This is an optimization exercise on Yosys and OpenROAD, whose aim is small area and a short achievable clock period, not a production implementation. Only simulation tests tie the RTL to the original design; equivalence was not proved. Power figures rest on the tool's default switching activity, not on a simulated workload.

==> flow/design.v (outline; a module is shown in full before it is edited, if it fits) <==
// module ifft_tf_mult: 1937 lines
// module ifft_tf_mult_fa: 4 lines
// module ifft_tf_mult_ha: 4 lines
module ifft_tf_mult #(
  parameter int DW   = 16,
  parameter int TW   = 12,
  parameter bit CONJ = 1'b1
) (
  input  logic                 clk,
  input  logic                 rst,
  input  logic                 in_valid,
  input  logic                 in_sop,
  input  logic                 in_tw_en,
  input  logic signed [DW-1:0] in_real,
  input  logic signed [DW-1:0] in_imag,
  output logic [2:0]           tf_addr,
  input  logic signed [TW-1:0] tf_real,
  input  logic signed [TW-1:0] tf_imag,
  output logic                 out_valid,
  output logic                 out_sop,
  output logic signed [DW-1:0] out_real,
  output logic signed [DW-1:0] out_imag,
  output logic                 ovf
);
  // ...
==> flow/run.sh <==
#!/bin/bash
# synth_recipe.tcl (not shown) runs the flow's synth.tcl, then flattens the netlist and writes it again
# the make line also repeats each setting of config.mk as NAME=value (left out here)
make -C /OpenROAD-flow-scripts/flow DESIGN_CONFIG=/design/flow/config.mk WORK_HOME=/design/flow/orfs CLKGATE_MAP_FILE= SYNTH_SCRIPT=/design/flow/synth_recipe.tcl finish
==> flow/config.mk <==
export PLATFORM = sky130hd
export DESIGN_NAME = ifft_tf_mult
export DESIGN_NICKNAME = ifft_tf_mult
export VERILOG_FILES = /design/flow/design.v
export SDC_FILE = /design/flow/constraint.sdc
export NUM_CORES = 4
export LEC_CHECK = 0
export CAP_MARGIN = 20
export CORE_MARGIN = 2
export CORE_UTILIZATION = 40
export SETUP_SLACK_MARGIN = 4.5
export SLEW_MARGIN = 20
export SYNTH_HIERARCHICAL = 1
export SYNTH_MINIMUM_KEEP_SIZE = 0
==> flow/constraint.sdc <==
create_clock -name core_clock -period 6.5 [get_ports {clk}]
set_input_delay 1.3000 -clock core_clock [delete_from_list [all_inputs] [get_ports {clk}]]
set_output_delay 1.3000 -clock core_clock [all_outputs]
set_load 0.01 [all_outputs]
==> flow_summary.toml, run 1 <==
[synthesis]
synthArstFlopShare = 0.112
yosys.area_share.simple = 0.0473
synth.largest_area_cell = "dfxtp_1"
synth-xor-area-share = 0.151
yosysSeqAreaShare = 0.319

[clocking]
postCtsHoldBufs = 0

[placed_design]
portBuffers = 98
gp_congestion = 0.823

[worst_hold_path]
min_from = "s2_valid_q"

[pwr]
p_seq_mw = 3.68
pwr-share-comb = 0.512

[timing]
setup_viol = 0
drv_slew = 0
fmax_mhz = 330
fin_hold_ws_ns = 0.347
skew_ns = 0.0383

[worst_setup_path]
slowest_delay_ns = 0.37
r2r_cells = 13
regToRegSetupSlack_ns = 3.47

[global_route]
grt_use_met3 = 0.0851
gr-usage-all-layers = 0.281

[drt]
met1_length_um = 35500
wire_per_inst_um = 27.3
met3WireLength_um = 11100

[outcome]
status = "finished clean"

[finish]
multi_input_area_share = 0.537

[die]
die_height_um = 256
==> run 2, diff against run 1 <==
--- a/flow/design.v
+++ b/flow/design.v
@@ -1699,17 +1699,18 @@
     s3_re_a25_q <= re2c662;
     s3_re_b25_q <= re2s663;
     s3_re_a26_q <= re2c664;
     s3_re_b26_q <= re2s665;
     s3_re_a27_q <= re2c666;
     s3_re_b27_q <= re2c612;
     s3_re_cy_q <= re_lowc_sum[10];
   end
-  wire [17:0] re_rnd = {s3_re_a27_q, s3_re_a26_q, s3_re_a25_q, s3_re_a24_q, s3_re_a23_q, s3_re_a22_q, s3_re_a21_q, s3_re_a20_q, s3_re_a19_q, s3_re_a18_q, s3_re_a17_q, s3_re_a16_q, s3_re_a15_q, s3_re_a14_q, s3_re_a13_q, s3_re_a12_q, s3_re_a11_q, s3_re_a10_q} + {s3_re_b27_q, s3_re_b26_q, s3_re_b25_q, s3_re_b24_q, s3_re_b23_q, s3_re_b22_q, s3_re_b21_q, s3_re_b20_q, s3_re_b19_q, s3_re_b18_q, s3_re_b17_q, s3_re_b16_q, s3_re_b15_q, s3_re_b14_q, s3_re_b13_q, s3_re_b12_q, s3_re_b11_q, s3_re_b10_q} + {17'd0, s3_re_cy_q};
+  wire [18:0] re_rsum = {s3_re_a27_q, s3_re_a26_q, s3_re_a25_q, s3_re_a24_q, s3_re_a23_q, s3_re_a22_q, s3_re_a21_q, s3_re_a20_q, s3_re_a19_q, s3_re_a18_q, s3_re_a17_q, s3_re_a16_q, s3_re_a15_q, s3_re_a14_q, s3_re_a13_q, s3_re_a12_q, s3_re_a11_q, s3_re_a10_q, 1'b1} + {s3_re_b27_q, s3_re_b26_q, s3_re_b25_q, s3_re_b24_q, s3_re_b23_q, s3_re_b22_q, s3_re_b21_q, s3_re_b20_q, s3_re_b19_q, s3_re_b18_q, s3_re_b17_q, s3_re_b16_q, s3_re_b15_q, s3_re_b14_q, s3_re_b13_q, s3_re_b12_q, s3_re_b11_q, s3_re_b10_q, s3_re_cy_q};
+  wire [17:0] re_rnd = re_rsum[18:1];
   wire im2s667, im2c668;
   ifft_tf_mult_ha u_im2s667 (.a(s2_im_c0_0_q), .b(s2_im_c0_1_q), .s(im2s667), .co(im2c668));
   wire im2s669, im2c670;
   ifft_tf_mult_ha u_im2s669 (.a(s2_im_c2_0_q), .b(s2_im_c2_1_q), .s(im2s669), .co(im2c670));
   wire im2s671, im2c672;
   ifft_tf_mult_fa u_im2s671 (.a(s2_im_c3_0_q), .b(s2_im_c3_1_q), .c(s2_im_c3_2_q), .s(im2s671), .co(im2c672));
   wire im2s673, im2c674;
   ifft_tf_mult_fa u_im2s673 (.a(s2_im_c4_0_q), .b(s2_im_c4_1_q), .c(s2_im_c4_2_q), .s(im2s673), .co(im2c674));
@@ -1883,17 +1884,18 @@
     s3_im_a25_q <= im2c768;
     s3_im_b25_q <= im2s769;
     s3_im_a26_q <= im2c770;
     s3_im_b26_q <= im2s771;
     s3_im_a27_q <= im2c772;
     s3_im_b27_q <= im2c718;
     s3_im_cy_q <= im_lowc_sum[10];
   end
-  wire [17:0] im_rnd = {s3_im_a27_q, s3_im_a26_q, s3_im_a25_q, s3_im_a24_q, s3_im_a23_q, s3_im_a22_q, s3_im_a21_q, s3_im_a20_q, s3_im_a19_q, s3_im_a18_q, s3_im_a17_q, s3_im_a16_q, s3_im_a15_q, s3_im_a14_q, s3_im_a13_q, s3_im_a12_q, s3_im_a11_q, s3_im_a10_q} + {s3_im_b27_q, s3_im_b26_q, s3_im_b25_q, s3_im_b24_q, s3_im_b23_q, s3_im_b22_q, s3_im_b21_q, s3_im_b20_q, s3_im_b19_q, s3_im_b18_q, s3_im_b17_q, s3_im_b16_q, s3_im_b15_q, s3_im_b14_q, s3_im_b13_q, s3_im_b12_q, s3_im_b11_q, s3_im_b10_q} + {17'd0, s3_im_cy_q};
+  wire [18:0] im_rsum = {s3_im_a27_q, s3_im_a26_q, s3_im_a25_q, s3_im_a24_q, s3_im_a23_q, s3_im_a22_q, s3_im_a21_q, s3_im_a20_q, s3_im_a19_q, s3_im_a18_q, s3_im_a17_q, s3_im_a16_q, s3_im_a15_q, s3_im_a14_q, s3_im_a13_q, s3_im_a12_q, s3_im_a11_q, s3_im_a10_q, 1'b1} + {s3_im_b27_q, s3_im_b26_q, s3_im_b25_q, s3_im_b24_q, s3_im_b23_q, s3_im_b22_q, s3_im_b21_q, s3_im_b20_q, s3_im_b19_q, s3_im_b18_q, s3_im_b17_q, s3_im_b16_q, s3_im_b15_q, s3_im_b14_q, s3_im_b13_q, s3_im_b12_q, s3_im_b11_q, s3_im_b10_q, s3_im_cy_q};
+  wire [17:0] im_rnd = im_rsum[18:1];
   logic s3_valid_q, s3_sop_q;
   always_ff @(posedge clk or posedge rst) begin
     if (rst) begin
       s3_valid_q <= 1'b0;
       s3_sop_q   <= 1'b0;
     end else begin
       s3_valid_q <= s2_valid_q;
       s3_sop_q   <= s2_sop_q;
==> flow/config.mk (replaced) <==
export PLATFORM = sky130hd
export DESIGN_NAME = ifft_tf_mult
export DESIGN_NICKNAME = ifft_tf_mult
export VERILOG_FILES = /design/flow/design.v
export SDC_FILE = /design/flow/constraint.sdc
export NUM_CORES = 4
export LEC_CHECK = 0
export CAP_MARGIN = 20
export CORE_MARGIN = 2
export CORE_UTILIZATION = 40
export CTS_BUF_LIST = sky130_fd_sc_hd__clkbuf_8
export SETUP_SLACK_MARGIN = 3.5
export SLEW_MARGIN = 20
export SYNTH_HIERARCHICAL = 1
export SYNTH_MINIMUM_KEEP_SIZE = 0
==> run 2 against run 1 <==
  * Still clean
  * Cell area down 20%
  * Area after synthesis is 0.13% lower
  * Flip-flop and latch count unchanged
  * Critical path depth decreased by 12
  * Final cell count is 5.7% lower
  * Non-clock buffer count fell by 250
  * Worst setup slack better by 0.089 ns
  * Core utilization fell by 11 points
  * Sequential share of layout area is 5.1 points higher
  * Global-route usage shrank 6.6 points
  * Synthesized cell count increased by 0.88%
  * Critical path type is now flop to output pin
  * Largest cell class unchanged
  * Highest routed layer unchanged
==> flow_summary.toml, run 2 <==
[synthesis]
synth_top_area_share = 0.276
syn-num-nets = 2775
yosys_warnings = 7
syn_area_um2 = 25400
ys_top_cells_by_area = "dfxtp_1 28%, fa_1 26%, xnor2_1 14%, a22oi_1 8.9%, ha_1 5.0%"
synth_edf_count = 0
avgSynthCellArea_um2 = 11.1
yosys-top-cells-count = "403 x xnor2_1, 350 x dfxtp_1, 326 x fa_1, 301 x a22oi_1, 129 x nand2_1"
synth.largest_area_cell = "dfxtp_1"
synthArstFlopShare = 0.112
synth-seq-cells = 394
ys.flop_type = "dfxtp_1"
synth_cells = 2287
yosysUniqueCellTypes = 64
yosysMostFrequentCell = "xnor2_1"
yosysSeqAreaShare = 0.319

[worst_setup_path]
critPathRequiredTime_ns = 5.20
critical_path_class = "flop to output pin"
slowest_delay_ns = 0.57
arrival_ns = 1.64
crit_chain = "clkdlybuf4s50_1"
cp.depth = 1
rr_startpoint = "s1_c1_q[1]"
cp-start-kind = "flop"
endpoint_kind = "output pin"
r2r_end = "s2_re_c16_3_q"
worst-path-buf-inv = 1
cp_slowest_cell = "clkdlybuf4s50_1"
r2r_cells = 5
regToRegSetupSlack_ns = 3.57
path_max_fanout = 3
path_delay_family = "buffers and inverters"

[worst_hold_path]
min_from = "s2_valid_q"
hp-class = "flop to flop"
hold_depth = 0
hold_end = "s3_valid_q"

[die]
fp.dieW_um = 256
die_area_um2 = 65600
die_height_um = 256
start_util = 0.404
core_area_um2 = 63000
row_count = 92
ios = 99

[clocking]
clock_path_buffers = 3
postCtsHoldBufs = 0
cts_tree = "yes"
numCtsBuffers = 68
clk_pin_slew_ns = 0.06
clock_latency_ns = 0.69
cts_root_buf = "clkbuf_8"
clock-sinks = 394
cts-htree-levels = 3

[outcome]
status = "finished clean"

[finish]
layout_commonest_cell = "xnor2_1"
drive_above_1_share = 0.0906
fin_nets = 2809
syn2layout_area_growth_pct = 13.3
fin_util = 0.457
mostFrequentLayoutCells = "401 x xnor2_1, 334 x dfxtp_1, 325 x fa_1"

[drt]
drt_iter0_drc = 1621
wire_per_inst_um = 21.7
dr.pass1.iters = 6
routed_wl_um = 69700
drtAntennaViolNets = 0
vias = 17616
routed_via_density = 5.47
drc = 0

[timing]
fmax_mhz = 340
final_min_period_over_clock_period = 0.452
skew_ns = 0.0553
rsz0062_at_grt = "false"
finalHoldViolCount = 0
drv_slew = 0
relSlewSlack = 0.250
min_period_ns = 2.94
tightestPinTransition_ns = 1.12
setup_viol = 0
tns_ns = 0

[global_route]
grt_first_pass_wirelength_um = 110000
gr-usage-all-layers = 0.215
grt_max_degree = 45
grt_overflow = 0
antenna_found_initial = 3
grt_pass1_vias = 19259

[pwr]
power.density_nw_per_um2 = 399
power.leakage_nw = 11.0
peakVddDrop_mv = 0.264
p_total_mw = 11.5

[placed_design]
portBuffers = 98
hpwlAfterDp_um = 45700
gp_congestion = 0.918

[run]
drv_cap = 0
-- run 2: changes by cell type in the layout (fill, tap and decap cells not counted), moves of 66 or more --
cell | before | now
a22oi_1 | 93 | 300
a22oi_2 | 208 | 1
buf_12 | 69 | 3
clkbuf_8 | 7 | 85
fa_1 | 141 | 325
fa_2 | 187 | 1
xnor2_1 | 275 | 401
xnor2_2 | 120 | 2
-- run 2: Yosys stat by module, one instance, submodules excluded --
module,copies in the design,flip-flops and latches
ifft_tf_mult,1,394
ifft_tf_mult_fa,324,0
ifft_tf_mult_ha,36,0
-- run 2: cell families (layout without fill, tap and decap cells) --
group           after synthesis  after routing  share of synthesized area
xor+xnor                    443            443                      0.153
compound gates              481            482                      0.133
buf+inv                     251            335                     0.0384
mux                           2              2                   0.000837
fa+ha+maj                   427            427                      0.307
flops                       394            394                      0.319
simple gates                289            289                     0.0499
other cells                   0              1                          0
-- run 2: per-stage QoR --
step / std cells / hold slack (ns) / instance area, µm² / setup WS (ns)
after global routing: 3219 / 0.359 / 28800 / 3.47
after floorplan: 2287 / 0.329 / 25400 / 3.58
after global placement: 3091 / 0.335 / 27100 / 3.15
after CTS: 3213 / 0.351 / 28600 / 3.48
final: 3219 / 0.349 / 28800 / 3.56
after detailed placement: 3091 / 0.336 / 27100 / 3.15
-- run 2: routing by layer --
layer	global-route usage	part of all wire
met5	0	0
met4	0.108	0.038
met2	0.349	0.47
met1	0.275	0.41
met3	0.0417	0.084
-- run 2: how the worst max path moves through the flow --
stage	to	slack, ns	from
floorplan	s2_re_c16_3_q	3.58	s1_en_q[0]
global placement	s1_qre_q	3.15	in_tw_en
detailed placement	out_real_q[2]	3.15	s3_re_a10_q
CTS	out_imag_q[2]	3.48	s3_im_a11_q
global route	out_imag_q[0]	3.47	s3_im_a13_q
finish	ovf	3.56	ovf_q
-- run 2: report_power, final --
group | switching [mW] | internal, mW | total [mW]
combinational | 2.97 | 2.52 | 5.49
sequential | 0.433 | 3.24 | 3.68
clock | 1.02 | 1.30 | 2.32
total | 4.43 | 7.07 | 11.5
-- run 2: layout make-up --
class	count	area (µm²)
Fill cell	5742	34200
Timing Repair Buffer	160	1490
Clock inverter	36	246
Antenna cell	1	2.50
Inverter	54	211
Sequential cell	394	8140
Tap cell	846	1060
Clock buffer	85	1170
Multi-Input combinational cell	1643	16500
-- run 2: timing repair --
| action | in CTS | in global routing |
|---|---|---|
| resized for setup | 17 | 18 |
| cloned | 0 | 1 |
| setup buffers | 1 | 4 |
| setup endpoints to repair | 74 | 47 |
| endpoints found under the hold margin | 0 | 0 |
| pin swaps | 3 | 11 |
==> run 3, diff against run 2 <==
--- a/flow/config.mk
+++ b/flow/config.mk
@@ -8,7 +8,7 @@
 export CAP_MARGIN = 20
 export CORE_MARGIN = 2
 export CORE_UTILIZATION = 40
-export CTS_BUF_LIST = sky130_fd_sc_hd__clkbuf_8
+export CTS_BUF_LIST = sky130_fd_sc_hd__clkbuf_4
 export SETUP_SLACK_MARGIN = 3.5
 export SLEW_MARGIN = 20
 export SYNTH_HIERARCHICAL = 1
==> run 3 against run 2 <==
  * Count of clock-buffer cells in the layout grew 61
  * Combinational power rose by 1%
  * Largest power group unchanged
  * Critical endpoint is now s2_re_c16_3_q
  * Die area unchanged
  * Via count increased by 0.52%
  * Still clean on timing, DRC and antenna
  * Highest routed layer unchanged
==> flow_summary.toml, run 3 <==
[synthesis]
synth_edf_count = 0
yosysSeqAreaShare = 0.319
synth_top_area_share = 0.276
synth_cells = 2287
syn-num-nets = 2775
ys_top_cells_by_area = "dfxtp_1 28%, fa_1 26%, xnor2_1 14%, a22oi_1 8.9%, ha_1 5.0%"
synth-seq-cells = 394
yosysUniqueCellTypes = 64
yosys-top-cells-count = "403 x xnor2_1, 350 x dfxtp_1, 326 x fa_1, 301 x a22oi_1, 129 x nand2_1"
synthArstFlopShare = 0.112
yosysMostFrequentCell = "xnor2_1"
syn_area_um2 = 25400
yosys_warnings = 7
ys.flop_type = "dfxtp_1"
avgSynthCellArea_um2 = 11.1
synth.largest_area_cell = "dfxtp_1"

[pwr]
p_sw_mw = 4.49
pwr-share-comb = 0.490
swShare = 0.396
p_clk_frac = 0.186
internal-power_mw = 6.84
power.density_nw_per_um2 = 395
power.leakage_nw = 11.1
pwr-share-seq = 0.324
peakVddDrop_mv = 0.240

[worst_setup_path]
cpMostUsedCell = "fa_1"
slowest_delay_ns = 0.62
cp_slowest_cell = "fa_1"
cp-start-kind = "flop"
path_delay_family = "adder cells"
arrival_ns = 3.64
path_max_fanout = 36
regToRegSetupSlack_ns = 3.55
endpoint_kind = "flop"
worst-path-buf-inv = 1
rr_startpoint = "s1_cn_q[1]"
crit_chain = "buf_4 > xnor2_1 > fa_1 > fa_1 > fa_1"
critical_path_class = "flop to flop"
r2r_end = "s2_re_c16_3_q"
r2r_cells = 5
critPathRequiredTime_ns = 7.18

[drt]
routed_wl_um = 69800
dr.pass1.iters = 5
routed_via_density = 5.38
drt_iter0_drc = 1728
wire_per_inst_um = 21.2
drc = 0
vias = 17707
drtAntennaViolNets = 0

[global_route]
grt_pass1_vias = 19553
grt_max_degree = 45
grt_overflow = 0
gr-usage-all-layers = 0.215
antenna_found_initial = 2
grt_first_pass_wirelength_um = 110000

[worst_hold_path]
hold_end = "s3_valid_q"
hp-class = "flop to flop"
min_from = "s2_valid_q"
hold_depth = 0

[die]
row_count = 92
start_util = 0.404
ios = 99
fp.dieW_um = 256
core_area_um2 = 63000
die_height_um = 256
die_area_um2 = 65600

[timing]
drv_slew = 0
finalHoldViolCount = 0
tightestPinTransition_ns = 1.12
fin_hold_ws_ns = 0.348
fmax_mhz = 339
tns_ns = 0
skew_ns = 0.0658
relSlewSlack = 0.256
layout_setup_ws_ns = 3.55
final_min_period_over_clock_period = 0.454
rsz0062_at_grt = "true"
setup_viol = 0
min_period_ns = 2.95

[outcome]
status = "finished clean"

[clocking]
numCtsBuffers = 104
clk_pin_slew_ns = 0.06
clock_latency_ns = 0.86
postCtsHoldBufs = 0
clock-sinks = 394
cts_root_buf = "clkbuf_4"
clock_path_buffers = 3
cts_tree = "yes"
cts-htree-levels = 3

[finish]
mostFrequentLayoutCells = "401 x xnor2_1, 331 x dfxtp_1, 325 x fa_1"
drive_above_1_share = 0.120
fillers = 5853
layout_commonest_cell = "xnor2_1"
finalNonFillerCells = 3290
fin_nets = 2847
syn2layout_area_growth_pct = 12.9

[run]
drv_cap = 0

[placed_design]
portBuffers = 98
gp_congestion = 0.918
dp.cells = 3091
hpwlAfterDp_um = 45700
dp_slack_ns = 3.15
==> run 3: cell counts after synthesis <==
Identical to the previous run, type by type.
==> run 3: worst reg2reg max path, delay by kind of cell, from the launching register on <==
family	cells	cell delay [ns]
fa+ha+maj	3	1.64
xor+xnor	1	0.23
buf+inv	1	0.61
flops	1	0.31
==> run 3: Yosys stat by module, one instance, submodules excluded <==
module	cells inside	times used	area, µm²
ifft_tf_mult_fa	1	324	20.0
ifft_tf_mult_ha	1	36	12.5
ifft_tf_mult	1927	1	18500
==> run 3: cell type report <==
| class | count | area (µm²) | share of cell area |
|---|---|---|---|
| multi-input combinational | 1643 | 16500 | 0.576 |
| tap | 846 | 1060 | 0.0369 |
| inverter | 54 | 214 | 0.00745 |
| timing repair buffer | 162 | 1460 | 0.0510 |
| sequential | 394 | 8140 | 0.284 |
| clock inverter | 41 | 193 | 0.00671 |
| antenna | 4 | 10.0 | 0.000349 |
| clock buffer | 146 | 1100 | 0.0382 |
==> run 3: through the flow <==
stage,utilization,area [µm²],power (mW)
6_report,0.456,28700,11.3
5_1_grt,0.456,28700,12.4
4_1_cts,0.452,28500,11.1
3_5_place_dp,0.431,27100,8.88
3_3_place_gp,0.431,27100,8.75
2_1_floorplan,-,25400,7.34
==> run 3: power by group through the flow <==
stage / sequential (mW) / clock (mW) / combinational, mW
floorplan: 3.63 / 0 / 3.71
global placement: 3.71 / 0 / 5.03
detailed placement: 3.73 / 0 / 5.15
CTS: 3.68 / 2.19 / 5.25
global route: 3.75 / 2.32 / 6.33
finish: 3.67 / 2.10 / 5.56
==> run 3: logic make-up after synthesis <==
kind of cell	count (synthesis)	share of synthesized area
AOI/OAI and AO/OA	481	0.133
xor gates and xnor gates	443	0.153
adders and majority gates	427	0.307
DFF	394	0.319
and+or+nand+nor	289	0.0499
buffers and inverters	251	0.0384
muxes	2	0.000837
==> run 3: how the worst max path moves through the flow <==
stage | from | end | slack [ns] | cells after the start
finish | s1_cn_q[1] | s2_re_c16_3_q | 3.55 | 5
global route | s3_im_cy_q | out_imag_q[10] | 3.43 | 11
CTS | s3_re_a10_q | out_real_q[1] | 3.51 | 11
detailed placement | s3_re_a10_q | out_real_q[2] | 3.15 | 11
global placement | in_tw_en | s1_qre_q | 3.15 | 5
floorplan | s1_en_q[0] | s2_re_c16_3_q | 3.58 | 7
==> run 3: routing by layer <==
metal | GRT usage | up-vias | part of all wire
li1 | - | 7857 | -
met1 | 0.272 | 8836 | 0.41
met2 | 0.349 | 832 | 0.47
met3 | 0.0451 | 182 | 0.082
met4 | 0.110 | 0 | 0.041
met5 | 0 | - | 0
==> run 3: timing repair <==
| item | 4_1_cts | 5_1_grt |
|---|---|---|
| gates cloned | 0 | 1 |
| endpoints found under the setup margin | 115 | 38 |
| pin swaps | 4 | 19 |
| gates resized for setup | 57 | 41 |
| setup buffers | 2 | 5 |
==> run 4, diff against run 3 <==
--- a/flow/config.mk
+++ b/flow/config.mk
@@ -8,7 +8,9 @@
 export CAP_MARGIN = 20
 export CORE_MARGIN = 2
 export CORE_UTILIZATION = 40
-export CTS_BUF_LIST = sky130_fd_sc_hd__clkbuf_4
+export CTS_BUF_LIST = sky130_fd_sc_hd__clkbuf_8
+export CTS_CLUSTER_DIAMETER = 60
+export CTS_CLUSTER_SIZE = 24
 export SETUP_SLACK_MARGIN = 3.5
 export SLEW_MARGIN = 20
 export SYNTH_HIERARCHICAL = 1
==> run 4 against run 3 <==
  * Fmax increased by 0.95%
  * Register-to-register slack improved by 0.04 ns
  * Worst setup slack improved by 0.028 ns
  * Critical path depth decreased by 4
  * Routed wire length decreased by 1.8%
  * Combinational power decreased by 3%
  * Synthesized cell count unchanged
  * Non-clock buffer count decreased by 3
  * Largest power group unchanged
  * Highest routed layer unchanged
==> flow_summary.toml, run 4 <==
[synthesis]
synth-seq-cells = 394
synth.largest_area_cell = "dfxtp_1"
yosys-top-cells-count = "403 x xnor2_1, 350 x dfxtp_1, 326 x fa_1, 301 x a22oi_1, 129 x nand2_1"
ys_top_cells_by_area = "dfxtp_1 28%, fa_1 26%, xnor2_1 14%, a22oi_1 8.9%, ha_1 5.0%"
synth-xor-area-share = 0.153
synth_cells = 2287
avgSynthCellArea_um2 = 11.1
yosysUniqueCellTypes = 64
yosys_warnings = 7
synthArstFlopShare = 0.112
synth_edf_count = 0
syn_area_um2 = 25400
syn-num-nets = 2775
yosysSeqAreaShare = 0.319
synthMuxAreaShare = 0.000837
synthAdderAreaFrac = 0.307
yosysMostFrequentCell = "xnor2_1"
yosys.area_share.simple = 0.0499
synth_top_area_share = 0.276
ys.flop_type = "dfxtp_1"
synth_top_family_by_area = "adder cells"
synth-compound-area-share = 0.133

[pwr]
peakVddDrop_mv = 0.228
power.density_nw_per_um2 = 382
power.leakage_nw = 10.6

[finish]
layout_commonest_cell = "xnor2_1"
mostFrequentLayoutCells = "402 x xnor2_1, 331 x dfxtp_1, 325 x fa_1"
syn2layout_area_growth_pct = 11.0
fin_nets = 2775
drive_above_1_share = 0.0765
finalNonFillerCells = 3160
fin_area_um2 = 28200

[drt]
met3WireLength_um = 6080
route.met2.wl_um = 31600
routed_wl_um = 68600
topRoutingLayerUsed = "met4"
wire_per_inst_um = 21.7
drtAntennaViolNets = 0
dr.pass1.iters = 6
met1_length_um = 28000
drc = 0
drt_iter0_drc = 1580
routed_via_density = 5.47
vias = 17281

[timing]
fmax_mhz = 342
tightestPinTransition_ns = 1.13
drv_slew = 0
rsz0062_at_grt = "false"
relSlewSlack = 0.244
final_min_period_over_clock_period = 0.450
finalHoldViolCount = 0
skew_ns = 0.0283
setup_viol = 0
tns_ns = 0
min_period_ns = 2.92

[worst_hold_path]
hold_depth = 0
hold_end = "s3_im_b27_q"
min_from = "s2_im_c26_1_q"
hp-class = "flop to flop"

[worst_setup_path]
path_max_fanout = 3
worst-path-buf-inv = 1
r2r_cells = 5
path_delay_family = "buffers and inverters"
regToRegSetupSlack_ns = 3.59
endpoint_kind = "output pin"
cp_slowest_cell = "clkdlybuf4s50_1"
slowest_delay_ns = 0.57
crit_chain = "clkdlybuf4s50_1"
rr_startpoint = "s1_cn_q[1]"
cp-start-kind = "flop"
critPathRequiredTime_ns = 5.20
r2r_end = "s2_re_c16_3_q"
arrival_ns = 1.62
critical_path_class = "flop to output pin"

[die]
core_area_um2 = 63000
die_area_um2 = 65600
start_util = 0.404
ios = 99
fp.dieW_um = 256
die_height_um = 256
row_count = 92

[global_route]
grt_overflow = 0
gr-usage-all-layers = 0.210
antenna_found_initial = 2
grt_first_pass_wirelength_um = 108000
grt_pass1_vias = 18896
grt_max_degree = 45

[clocking]
clk_pin_slew_ns = 0.11
postCtsHoldBufs = 0
clock_path_buffers = 3
cts_root_buf = "clkbuf_8"
clock_latency_ns = 0.63
cts_tree = "yes"
cts-htree-levels = 2
numCtsBuffers = 36
clock-sinks = 394

[placed_design]
portBuffers = 98
gp_congestion = 0.918
postPlaceCellArea_um2 = 27100
dp.cells = 3091
hpwlAfterDp_um = 45700

[run]
drv_cap = 0

[outcome]
status = "finished clean"
[run 4: cell counts after synthesis]
No cell type changed its count.
[run 4: kinds of logic after synthesis]
family                   after synthesis
adder cells (fa/ha/maj)              427
buffers and inverters                251
multiplexers                           2
AO/OA/AOI/OAI                        481
XOR/XNOR                             443
flip-flops                           394
AND/OR/NAND/NOR                      289
[run 4: worst register-to-register path: stages, from the launching register on]
cell     delay, ns
dfxtp_2       0.32
buf_4         0.61
xnor2_1       0.23
fa_1          0.53
fa_1          0.61
fa_1          0.48
[run 4: cell type report]
class | instances | area (µm²)
fillers | 5786 | 34800
inverters | 54 | 211
multi-input cells | 1642 | 16400
repair buffers | 159 | 1480
diodes | 1 | 2.50
clock buffers | 40 | 551
well taps | 846 | 1060
flip-flops and latches | 394 | 8140
clock inverters | 24 | 315
[run 4: how the worst max path moves through the flow]
stage | cells past startpoint | startpoint | slack, ns | to
floorplan | 7 | s1_en_q[0] | 3.58 | s2_re_c16_3_q
global placement | 5 | in_tw_en | 3.15 | s1_qre_q
detailed placement | 11 | s3_re_a10_q | 3.15 | out_real_q[2]
CTS | 11 | s3_re_a12_q | 3.50 | out_real_q[2]
global route | 13 | s3_re_a10_q | 3.49 | out_real_q[2]
finish | 1 | ovf_q | 3.58 | ovf
[run 4: repair_timing]
action	in CTS	in global routing
gates resized for setup	17	21
setup buffers	1	3
setup endpoints to repair	73	49
gates cloned	0	0
pin swaps	4	12
[run 4: routing by layer]
layer / up-vias / track usage
li1: 7639 / -
met1: 8631 / 0.272
met2: 824 / 0.344
met3: 187 / 0.0408
met4: 0 / 0.0908
met5: - / 0
[run 4: through the flow]
stage	power, mW	setup WS [ns]	hold WS [ns]	util
6_report	10.8	3.58	0.359	0.448
5_1_grt	11.8	3.49	0.366	0.448
4_1_cts	10.7	3.50	0.360	0.446
3_5_place_dp	8.88	3.15	0.336	0.431
3_3_place_gp	8.75	3.15	0.335	0.431
2_1_floorplan	7.34	3.58	0.329	-
[run 4: Yosys stat by module, one instance, submodules excluded]
| module | flops+latches | cells | times used |
|---|---|---|---|
| ifft_tf_mult | 394 | 1927 | 1 |
| ifft_tf_mult_fa | 0 | 1 | 324 |
| ifft_tf_mult_ha | 0 | 1 | 36 |
[run 4: report_power, final]
part | switching, mW | total (mW) | internal [mW]
Sequential | 0.431 | 3.67 | 3.24
Combinational | 2.91 | 5.39 | 2.49
Clock | 1.01 | 1.70 | 0.695
==> run 5, diff against run 4 <==
==> flow/flow/run.sh (new file) <==
#!/bin/bash
# The standard layout, with the port buffers made of plain buf_2 cells instead of the
# delay-buffer cell buffer_ports picks by default. Every port still gets its own buffer.
set -euo pipefail
export BUFFER_PORTS_ARGS="-buffer_cell sky130_fd_sc_hd__buf_2"
bash standard.sh synth > synth.log 2>&1
bash standard.sh > layout.log 2>&1
==> flow/standard.sh (new file) <==
#!/bin/bash
# synth_recipe.tcl (not shown) runs the flow's synth.tcl, then flattens the netlist and writes it again
# the make line also repeats each setting of config.mk as NAME=value (left out here)
make -C /OpenROAD-flow-scripts/flow DESIGN_CONFIG=/design/flow/config.mk WORK_HOME=/design/flow/orfs CLKGATE_MAP_FILE= SYNTH_SCRIPT=/design/flow/synth_recipe.tcl "${@:-finish}"
--- a/flow/config.mk
+++ b/flow/config.mk
@@ -9,8 +9,6 @@
 export CORE_MARGIN = 2
 export CORE_UTILIZATION = 40
 export CTS_BUF_LIST = sky130_fd_sc_hd__clkbuf_8
-export CTS_CLUSTER_DIAMETER = 60
-export CTS_CLUSTER_SIZE = 24
 export SETUP_SLACK_MARGIN = 3.5
 export SLEW_MARGIN = 20
 export SYNTH_HIERARCHICAL = 1
removed: flow/run.sh
==> run 5 against run 4 <==
  * Non-clock buffer count shrank 4
  * Power rose by 9.5%
  * First-iteration DRC count decreased by 5.0%
  * Largest cell class unchanged
==> flow_summary.toml, run 5 <==
[pwr]
power.density_nw_per_um2 = 413
pwr-share-seq = 0.315
power.leakage_nw = 11.1
p_clk_frac = 0.226
p_sw_mw = 4.50
pwr-share-comb = 0.459
internal-power_mw = 7.29
p_total_mw = 11.8
swShare = 0.382
peakVddDrop_mv = 0.189

[worst_setup_path]
endpoint_kind = "flop"
cp.depth = 6
r2r_cells = 6
crit_chain = "buf_4 > inv_4 > xnor2_1 > fa_1 > fa_1 > fa_1"
path_max_fanout = 19
arrival_ns = 3.44
cp-start-kind = "flop"
slowest_delay_ns = 0.54
path_delay_family = "adder cells"
critical_path_class = "flop to flop"
cp_slowest_cell = "fa_1"
worst-path-buf-inv = 2
critPathRequiredTime_ns = 7.01
cpMostUsedCell = "fa_1"

[synthesis]
syn-num-nets = 2775
yosysSeqAreaShare = 0.319
avgSynthCellArea_um2 = 11.1
ys_top_cells_by_area = "dfxtp_1 28%, fa_1 26%, xnor2_1 14%, a22oi_1 8.9%, ha_1 5.0%"
yosys_warnings = 7
synth_edf_count = 0
synth.largest_area_cell = "dfxtp_1"
yosysMostFrequentCell = "xnor2_1"
yosys-top-cells-count = "403 x xnor2_1, 350 x dfxtp_1, 326 x fa_1, 301 x a22oi_1, 129 x nand2_1"
syn_area_um2 = 25400
ys.flop_type = "dfxtp_1"
synth-seq-cells = 394
yosysUniqueCellTypes = 64
synth_cells = 2287
synth_top_area_share = 0.276
synthArstFlopShare = 0.112

[placed_design]
portBuffers = 98
gp_congestion = 0.908
hpwlAfterDp_um = 46600
postPlaceCellArea_um2 = 26600

[global_route]
grt_first_pass_wirelength_um = 108000
grt_overflow = 0
antenna_found_initial = 1
grt_pass1_vias = 19062
grt_max_degree = 45
gr-usage-all-layers = 0.213

[clocking]
clock_latency_ns = 0.67
clock_path_buffers = 3
postCtsHoldBufs = 0
cts_tree = "yes"
clk_pin_slew_ns = 0.06
cts-htree-levels = 3
numCtsBuffers = 71
cts_root_buf = "clkbuf_8"
clock-sinks = 394

[timing]
drv_slew = 0
relSlewSlack = 0.278
setup_viol = 0
fmax_mhz = 341
rsz0062_at_grt = "false"
final_min_period_over_clock_period = 0.451
min_period_ns = 2.93
finalHoldViolCount = 0
fin_hold_ws_ns = 0.345
tightestPinTransition_ns = 1.08
skew_ns = 0.0266
tns_ns = 0

[die]
ios = 99
row_count = 92
die_height_um = 256
fp.dieW_um = 256
start_util = 0.404
die_area_um2 = 65600
core_area_um2 = 63000

[finish]
fin_area_um2 = 28500
mostFrequentLayoutCells = "401 x xnor2_1, 326 x fa_1, 325 x dfxtp_1"
layout_commonest_cell = "xnor2_1"
drive_above_1_share = 0.138
fin_nets = 2807
syn2layout_area_growth_pct = 12.2

[drt]
dr.pass1.iters = 8
drt_iter0_drc = 1501
routed_wl_um = 69900
routed_via_density = 5.45
wire_per_inst_um = 21.7
drtAntennaViolNets = 0
vias = 17550
drc = 0

[worst_hold_path]
hp-class = "flop to flop"
hold_depth = 0

[run]
drv_cap = 0

[outcome]
status = "finished clean"
## run 5: cell counts after synthesis
No cell type changed its count.
## run 5: cell type report
class / count / area (µm²)
sequential: 394 / 8150
inverter: 54 / 209
clock buffer: 91 / 1250
clock inverter: 37 / 400
timing repair buffer: 155 / 956
tap: 846 / 1060
multi-input combinational: 1643 / 16500
fill: 5811 / 34500
antenna: 1 / 2.50
## run 5: per-stage QoR
stage,instances,setup slack [ns],utilization
2_1_floorplan,2287,3.58,-
3_3_place_gp,3085,3.19,0.422
3_5_place_dp,3085,3.08,0.422
4_1_cts,3215,3.50,0.450
5_1_grt,3221,3.51,0.453
6_report,3221,3.57,0.453
## run 5: worst paths after layout
path / startpoint / to / slack (ns)
min in group asynchronous: rst / out_imag_q[12] / 0.77
min reg2reg: s2_valid_q / s3_valid_q / 0.34
max reg2reg: s1_en_q[2] / s2_im_c18_3_q / 3.57
min: s2_valid_q / s3_valid_q / 0.34
max: s1_en_q[2] / s2_im_c18_3_q / 3.57
max in group asynchronous: rst / cnt_q[2] / 5.21
## run 5: timing repair
action | 4_1_cts | 5_1_grt
pin swaps | 1 | 9
gates resized for setup | 27 | 18
setup buffers | 2 | 4
setup endpoints to repair | 105 | 42
cloned | 0 | 1
## run 5: worst reg2reg max path, delay by kind of cell, from the launching register on
family                     cells  cell delay (ns)
xor gates and xnor gates       1             0.32
adders and majority gates      3             1.46
DFF                            1             0.30
buffers and inverters          2             0.69
## run 5: layer usage
| layer | track usage | vias up | share of wire |
|---|---|---|---|
| met2 | 0.349 | 809 | 0.47 |
| met3 | 0.0460 | 183 | 0.079 |
| met1 | 0.266 | 8837 | 0.40 |
| met5 | 0 | - | 0 |
| met4 | 0.104 | 0 | 0.042 |
| li1 | - | 7721 | - |
## run 5: Yosys stat by module, one instance, submodules excluded
module | copies in the design | cells | flip-flops and latches
ifft_tf_mult | 1 | 1927 | 394
ifft_tf_mult_fa | 324 | 1 | 0
ifft_tf_mult_ha | 36 | 1 | 0
## run 5: kinds of logic after synthesis
| logic type | Yosys count | synth area share |
|---|---|---|
| compound gates | 481 | 0.133 |
| buf+inv | 251 | 0.0384 |
| flops | 394 | 0.319 |
| xor+xnor | 443 | 0.153 |
| fa+ha+maj | 427 | 0.307 |
| simple gates | 289 | 0.0499 |
| mux | 2 | 0.000837 |
## run 5: power groups by stage
stage | registers [mW] | clock network (mW) | logic (mW)
floorplan | 3.63 | 0 | 3.71
global placement | 3.75 | 0 | 4.88
detailed placement | 3.76 | 0 | 5.03
CTS | 3.72 | 2.75 | 5.20
global route | 3.79 | 2.85 | 6.12
finish | 3.71 | 2.67 | 5.41

## separate check: timing with driven ports
No port has a modelled driver above. Below, the same layouts with a new extraction and two added sets of constraints.
Step 1 (the two cells are an assumption about what drives the block):
set clk [get_ports {clk}]
set_driving_cell -lib_cell sky130_fd_sc_hd__clkbuf_16 $clk
set_driving_cell -lib_cell sky130_fd_sc_hd__buf_2 [delete_from_list [all_inputs] $clk]
Step 2 moves the port delays by t, midway between the first and last clock arrival at a register: inputs arrive t later, outputs are due t later. That takes back most of the time a late clock gives input paths.
Three values: ideal, step 1, step 2; two values: the first two.
run | t (ns) | setup WS [ns] | latest minus earliest clock arrival (ns)
run 1 | 0.642 | 3.473 / 3.473 / 3.473 | 0.040 / 0.040
run 2 | 0.724 | 3.561 / 3.502 / 3.229 | 0.057 / 0.056
run 3 | 0.885 | 3.548 / 3.548 / 3.242 | 0.071 / 0.071
run 4 | 0.670 | 3.576 / 3.518 / 3.202 | 0.034 / 0.034
run 5 | 0.722 | 3.568 / 3.568 / 3.568 | 0.027 / 0.027
After both steps setup and hold are still met in every run listed. The setup slack of run 4, which loses most, moves by -0.058 ns with the drivers and by -0.374 ns with both steps.
